Context: an optimization exercise on an open-source flow, tuned for small area, a short achievable clock period and few clock cycles per item. The choices shown serve that exercise and are no tape-out recipe.
Function was checked by simulation only, so behaviour that the tests miss may differ from the original.

== run A ==
==> module ofdm_frame_sched, before the edit <==
module ofdm_frame_sched #(
    parameter int DW   = 8,
    parameter int NFFT = 128
) (
    input  logic          clk,
    input  logic          reset,
    input  logic          sym_valid,
    output logic          sym_ready,
    input  logic [DW-1:0] sym_i,
    input  logic [DW-1:0] sym_q,
    input  logic          sink_ready,
    output logic          sink_valid,
    output logic          sink_sop,
    output logic          sink_eop,
    output logic [DW-1:0] sink_real,
    output logic [DW-1:0] sink_imag,
    output logic          frame_done
);
    localparam int H  = NFFT / 2;
    localparam int AW = $clog2(H);
    localparam int KW = $clog2(NFFT);
    localparam logic [DW-1:0] MIN_VAL = {1'b1, {(DW-1){1'b0}}};
    localparam logic [DW-1:0] MAX_VAL = {1'b0, {(DW-1){1'b1}}};
    logic [2*DW-1:0] ring [H];
    logic [2*DW-1:0] din;
    assign din = {sym_i, sym_q};
    logic [AW-1:0] wpos;      
    logic [AW-1:0] wr_j;      
    logic          wf;        
    logic [KW-1:0] rd_k;      
    logic          rf;        
    logic [AW-1:0] rpos;      
    logic          ahead;
    logic          accept;
    logic          avail;
    logic          r_valid, r_load, o_load, r_tap;
    assign ahead  = wf ^ rf;
    assign accept = sym_valid && sym_ready;
    assign avail  = ahead || (rd_k[AW-1:0] != wr_j);
    assign r_tap  = (rpos[2:0] == 3'd0);
    assign o_load = r_valid && (!sink_valid || sink_ready);
    assign r_load = (!r_valid || o_load) && (avail ? r_tap : accept);
    always_ff @(posedge clk) begin
        ring[0] <= ring[H-1];
        for (int p = 1; p < H; p++) begin
            if (p < 8 && p[0] && accept && wpos == AW'(p)) ring[p] <= din;
            else                                          ring[p] <= ring[p-1];
        end
    end
    logic [AW-1:0] wpos_n, wr_j_n, rpos_n;
    logic [KW-1:0] rd_k_n;
    logic          wf_n, rf_n, ahead_n;
    always_comb begin
        wr_j_n = accept ? wr_j + 1'b1 : wr_j;
        wf_n   = (accept && wr_j == AW'(H - 1)) ? ~wf : wf;
        if (accept) wpos_n = (wr_j[1:0] == 2'd3) ? wpos - AW'(6) : wpos + AW'(2);
        else        wpos_n = wpos + 1'b1;
        rd_k_n = r_load ? rd_k + 1'b1 : rd_k;
        rf_n   = (r_load && rd_k == KW'(NFFT - 1)) ? ~rf : rf;
        if (!r_load)              rpos_n = rpos + 1'b1;
        else if (!rd_k[KW-1])     rpos_n = (rd_k[1:0] == 2'd3) ? rpos - AW'(6) : rpos + AW'(2);
        else                      rpos_n = (rd_k[1:0] == 2'd0) ? rpos + AW'(8) : rpos;
        ahead_n = wf_n ^ rf_n;
    end
    always_ff @(posedge clk) begin
        if (reset) begin
            wpos      <= AW'(1);
            wr_j      <= '0;
            wf        <= 1'b0;
            rd_k      <= '0;
            rf        <= 1'b0;
            rpos      <= '0;
            r_valid   <= 1'b0;
            sym_ready <= 1'b1;
        end else begin
            wpos      <= wpos_n;
            wr_j      <= wr_j_n;
            wf        <= wf_n;
            rd_k      <= rd_k_n;
            rf        <= rf_n;
            rpos      <= rpos_n;
            r_valid   <= r_load || (r_valid && !o_load);
            sym_ready <= (wpos_n[AW-1:3] == '0) && wpos_n[0] &&
                         (!ahead_n || (wr_j_n == '0 && rd_k_n[KW-1] && rd_k_n[KW-2:0] != '0));
        end
    end
    logic [2*DW-1:0] r_data;
    logic            r_sop, r_mid, r_neg, r_eop;
    logic [2*DW-1:0] tap [H/8];
    always_comb for (int e = 0; e < H/8; e++) tap[e] = ring[8*e];
    always_ff @(posedge clk) begin
        if (r_load) begin
            r_data <= avail ? tap[rpos[AW-1:3]] : din;
            r_sop  <= (rd_k == '0);
            r_mid  <= (rd_k == KW'(H));
            r_neg  <= rd_k[KW-1] && (rd_k[KW-2:0] != '0);
            r_eop  <= (rd_k == KW'(NFFT - 1));
        end
    end
    logic [DW-1:0] ri, rq, re_n, im_n;
    assign ri = r_data[2*DW-1:DW];
    assign rq = r_data[DW-1:0];
    always_comb begin
        re_n = ri;
        im_n = rq;
        if (r_sop) begin
            im_n = '0;
        end else if (r_mid) begin
            re_n = rq;
            im_n = '0;
        end else if (r_neg) begin
            im_n = (rq == MIN_VAL) ? MAX_VAL : -rq;
        end
    end
    always_ff @(posedge clk) begin
        if (reset) begin
            sink_valid <= 1'b0;
        end else begin
            sink_valid <= o_load || (sink_valid && !sink_ready);
        end
    end
    always_ff @(posedge clk) begin
        if (o_load) begin
            sink_sop  <= r_sop;
            sink_eop  <= r_eop;
            sink_real <= re_n;
            sink_imag <= im_n;
        end
    end
    assign frame_done = sink_valid && sink_ready && sink_eop;
endmodule
==> flow/config.mk <==
export PLATFORM = sky130hd
export DESIGN_NAME = ofdm_frame_sched
export DESIGN_NICKNAME = ofdm_frame_sched
export VERILOG_FILES = /design/flow/design.v
export SDC_FILE = /design/flow/constraint.sdc
export NUM_CORES = 4
export LEC_CHECK = 0
export CAP_MARGIN = 20
export CORE_MARGIN = 2
export CORE_UTILIZATION = 50
export CTS_BUF_LIST = sky130_fd_sc_hd__clkbuf_16
export CTS_CLUSTER_DIAMETER = 60
export CTS_CLUSTER_SIZE = 30
export PLACE_DENSITY = 0.65
export SETUP_SLACK_MARGIN = 3.65
export SLEW_MARGIN = 20
==> flow/constraint.sdc <==
create_clock -name core_clock -period 6.5 [get_ports {clk}]
set_input_delay 1.3000 -clock core_clock [delete_from_list [all_inputs] [get_ports {clk}]]
set_output_delay 1.3000 -clock core_clock [all_outputs]
set_load 0.01 [all_outputs]
standard.sh (not shown) runs the stock make flow with config.mk's settings and CLKGATE_MAP_FILE= SYNTH_SCRIPT=/design/flow/synth_recipe.tcl, a recipe that flattens the netlist after the stock synthesis.
==> flow/flow/run.sh <==
#!/bin/bash
set -euo pipefail
export BUFFER_PORTS_ARGS="-buffer_cell sky130_fd_sc_hd__buf_2"
export CTS_ARGS="-sink_clustering_enable -repair_clock_nets -buf_list sky130_fd_sc_hd__clkbuf_16 -sink_clustering_size 30 -sink_clustering_max_diameter 60 -dont_use_dummy_load"
bash standard.sh > standard_flow.log 2>&1
Testbench counts of run A, summed over its fixed seeds: cycles 16,400, frames 128.
Here is what was changed in the inputs of run B compared with run A.
==> flow/design.v <==
module ofdm_frame_sched #(
    parameter int DW   = 8,
    parameter int NFFT = 128
) (
    input  logic          clk,
    input  logic          reset,
    input  logic          sym_valid,
    output logic          sym_ready,
    input  logic [DW-1:0] sym_i,
    input  logic [DW-1:0] sym_q,
    input  logic          sink_ready,
    output logic          sink_valid,
    output logic          sink_sop,
    output logic          sink_eop,
    output logic [DW-1:0] sink_real,
    output logic [DW-1:0] sink_imag,
    output logic          frame_done
);
    localparam int H  = NFFT / 2;
    localparam int AW = $clog2(H);
    localparam int KW = $clog2(NFFT);
    localparam logic [DW-1:0] MIN_VAL = {1'b1, {(DW-1){1'b0}}};
    localparam logic [DW-1:0] MAX_VAL = {1'b0, {(DW-1){1'b1}}};
    logic [2*DW-1:0] ring [H];
    logic [2*DW-1:0] din;
    assign din = {sym_i, sym_q};
    logic [AW-1:0] wpos;      
    logic [AW-1:0] wr_j;      
    logic          wf;        
    logic [KW-1:0] rd_k;      
    logic          rf;        
    logic [AW-1:0] rpos;      
    logic          ahead;
    logic          accept;
    logic          avail;
    logic          o_load, r_tap;
    assign ahead  = wf ^ rf;
    assign accept = sym_valid && sym_ready;
    assign avail  = ahead || (rd_k[AW-1:0] != wr_j);
    assign r_tap  = (rpos[2:0] == 3'd0);
    assign o_load = (!sink_valid || sink_ready) && (avail ? r_tap : accept);
    always_ff @(posedge clk) begin
        ring[0] <= ring[H-1];
        for (int p = 1; p < H; p++) begin
            if (p < 8 && p[0] && accept && wpos == AW'(p)) ring[p] <= din;
            else                                          ring[p] <= ring[p-1];
        end
    end
    logic [AW-1:0] wpos_n, wr_j_n, rpos_n;
    logic [KW-1:0] rd_k_n;
    logic          wf_n, rf_n, ahead_n;
    always_comb begin
        wr_j_n = accept ? wr_j + 1'b1 : wr_j;
        wf_n   = (accept && wr_j == AW'(H - 1)) ? ~wf : wf;
        if (accept) wpos_n = (wr_j[1:0] == 2'd3) ? wpos - AW'(6) : wpos + AW'(2);
        else        wpos_n = wpos + 1'b1;
        rd_k_n = o_load ? rd_k + 1'b1 : rd_k;
        rf_n   = (o_load && rd_k == KW'(NFFT - 1)) ? ~rf : rf;
        if (!o_load)              rpos_n = rpos + 1'b1;
        else if (!rd_k[KW-1])     rpos_n = (rd_k[1:0] == 2'd3) ? rpos - AW'(6) : rpos + AW'(2);
        else                      rpos_n = (rd_k[1:0] == 2'd0) ? rpos + AW'(8) : rpos;
        ahead_n = wf_n ^ rf_n;
    end
    always_ff @(posedge clk) begin
        if (reset) begin
            wpos      <= AW'(1);
            wr_j      <= '0;
            wf        <= 1'b0;
            rd_k      <= '0;
            rf        <= 1'b0;
            rpos      <= '0;
            sym_ready <= 1'b1;
        end else begin
            wpos      <= wpos_n;
            wr_j      <= wr_j_n;
            wf        <= wf_n;
            rd_k      <= rd_k_n;
            rf        <= rf_n;
            rpos      <= rpos_n;
            sym_ready <= (wpos_n[AW-1:3] == '0) && wpos_n[0] &&
                         (!ahead_n || (wr_j_n == '0 && rd_k_n[KW-1] && rd_k_n[KW-2:0] != '0));
        end
    end
    logic [2*DW-1:0] tap [H/8];
    logic [2*DW-1:0] smp;
    logic [DW-1:0]   si, sq, re_n, im_n;
    always_comb for (int e = 0; e < H/8; e++) tap[e] = ring[8*e];
    assign smp = avail ? tap[rpos[AW-1:3]] : din;
    assign si  = smp[2*DW-1:DW];
    assign sq  = smp[DW-1:0];
    always_comb begin
        re_n = si;
        im_n = sq;
        if (rd_k == '0) begin
            im_n = '0;
        end else if (rd_k == KW'(H)) begin
            re_n = sq;
            im_n = '0;
        end else if (rd_k[KW-1]) begin
            im_n = (sq == MIN_VAL) ? MAX_VAL : -sq;
        end
    end
    always_ff @(posedge clk) begin
        if (reset) begin
            sink_valid <= 1'b0;
        end else begin
            sink_valid <= o_load || (sink_valid && !sink_ready);
        end
    end
    always_ff @(posedge clk) begin
        if (o_load) begin
            sink_sop  <= (rd_k == '0);
            sink_eop  <= (rd_k == KW'(NFFT - 1));
            sink_real <= re_n;
            sink_imag <= im_n;
        end
    end
    assign frame_done = sink_valid && sink_ready && sink_eop;
endmodule
[summary]
Sequential share of the synthesized area essentially unchanged between run B and run A.
Summary: final HPWL from detailed placement, run B worse than run A
Relative to run A, final area has gone down in run B.
Utilization in run B is 1.0 points higher than in run A
Delta(total number of multi-input combinational cells, run B - run A) < 0
Of run A and run B, run A shows the higher sequential share of layout area, with run B below it.
The layer with the highest usage after global routing comes out met2 in one run and met1 in the other, namely in run A and run B respectively.
As far as post-route DRC violation count goes, run A and run B are indistinguishable; the numbers are identical.
Run A has a higher worst setup slack than run B.
Testbench counts of run B, summed over its fixed seeds: cycles 16,392, frames 128.

-- afterwards: timing with drivers on the ports --
No port has a modelled driver above. Below, the same layouts with a new extraction and two added sets of constraints.
Step 1: set_driving_cell puts a clkbuf_16 on clk and a buf_2 on each other input, an assumption about the parent block.
Step 2 also shifts input and output timing later by t, the mid clock arrival at the registers, as if the neighbouring blocks saw the same clock.
Three values: ideal, step 1, step 2; two values: the first two.
| run | t (ns) | slack for setup (ns) | pins driven straight from the clock port |
|---|---|---|---|
| run A | 0.633 | 3.559 / 3.525 / 3.311 | 1 |
| run B | 0.631 | 3.554 / 3.519 / 3.216 | 1 |
After both steps setup and hold are still met in every run listed. For run B, which loses most, drivers alone change the setup slack by -0.035 ns; drivers and shift together by -0.338 ns.
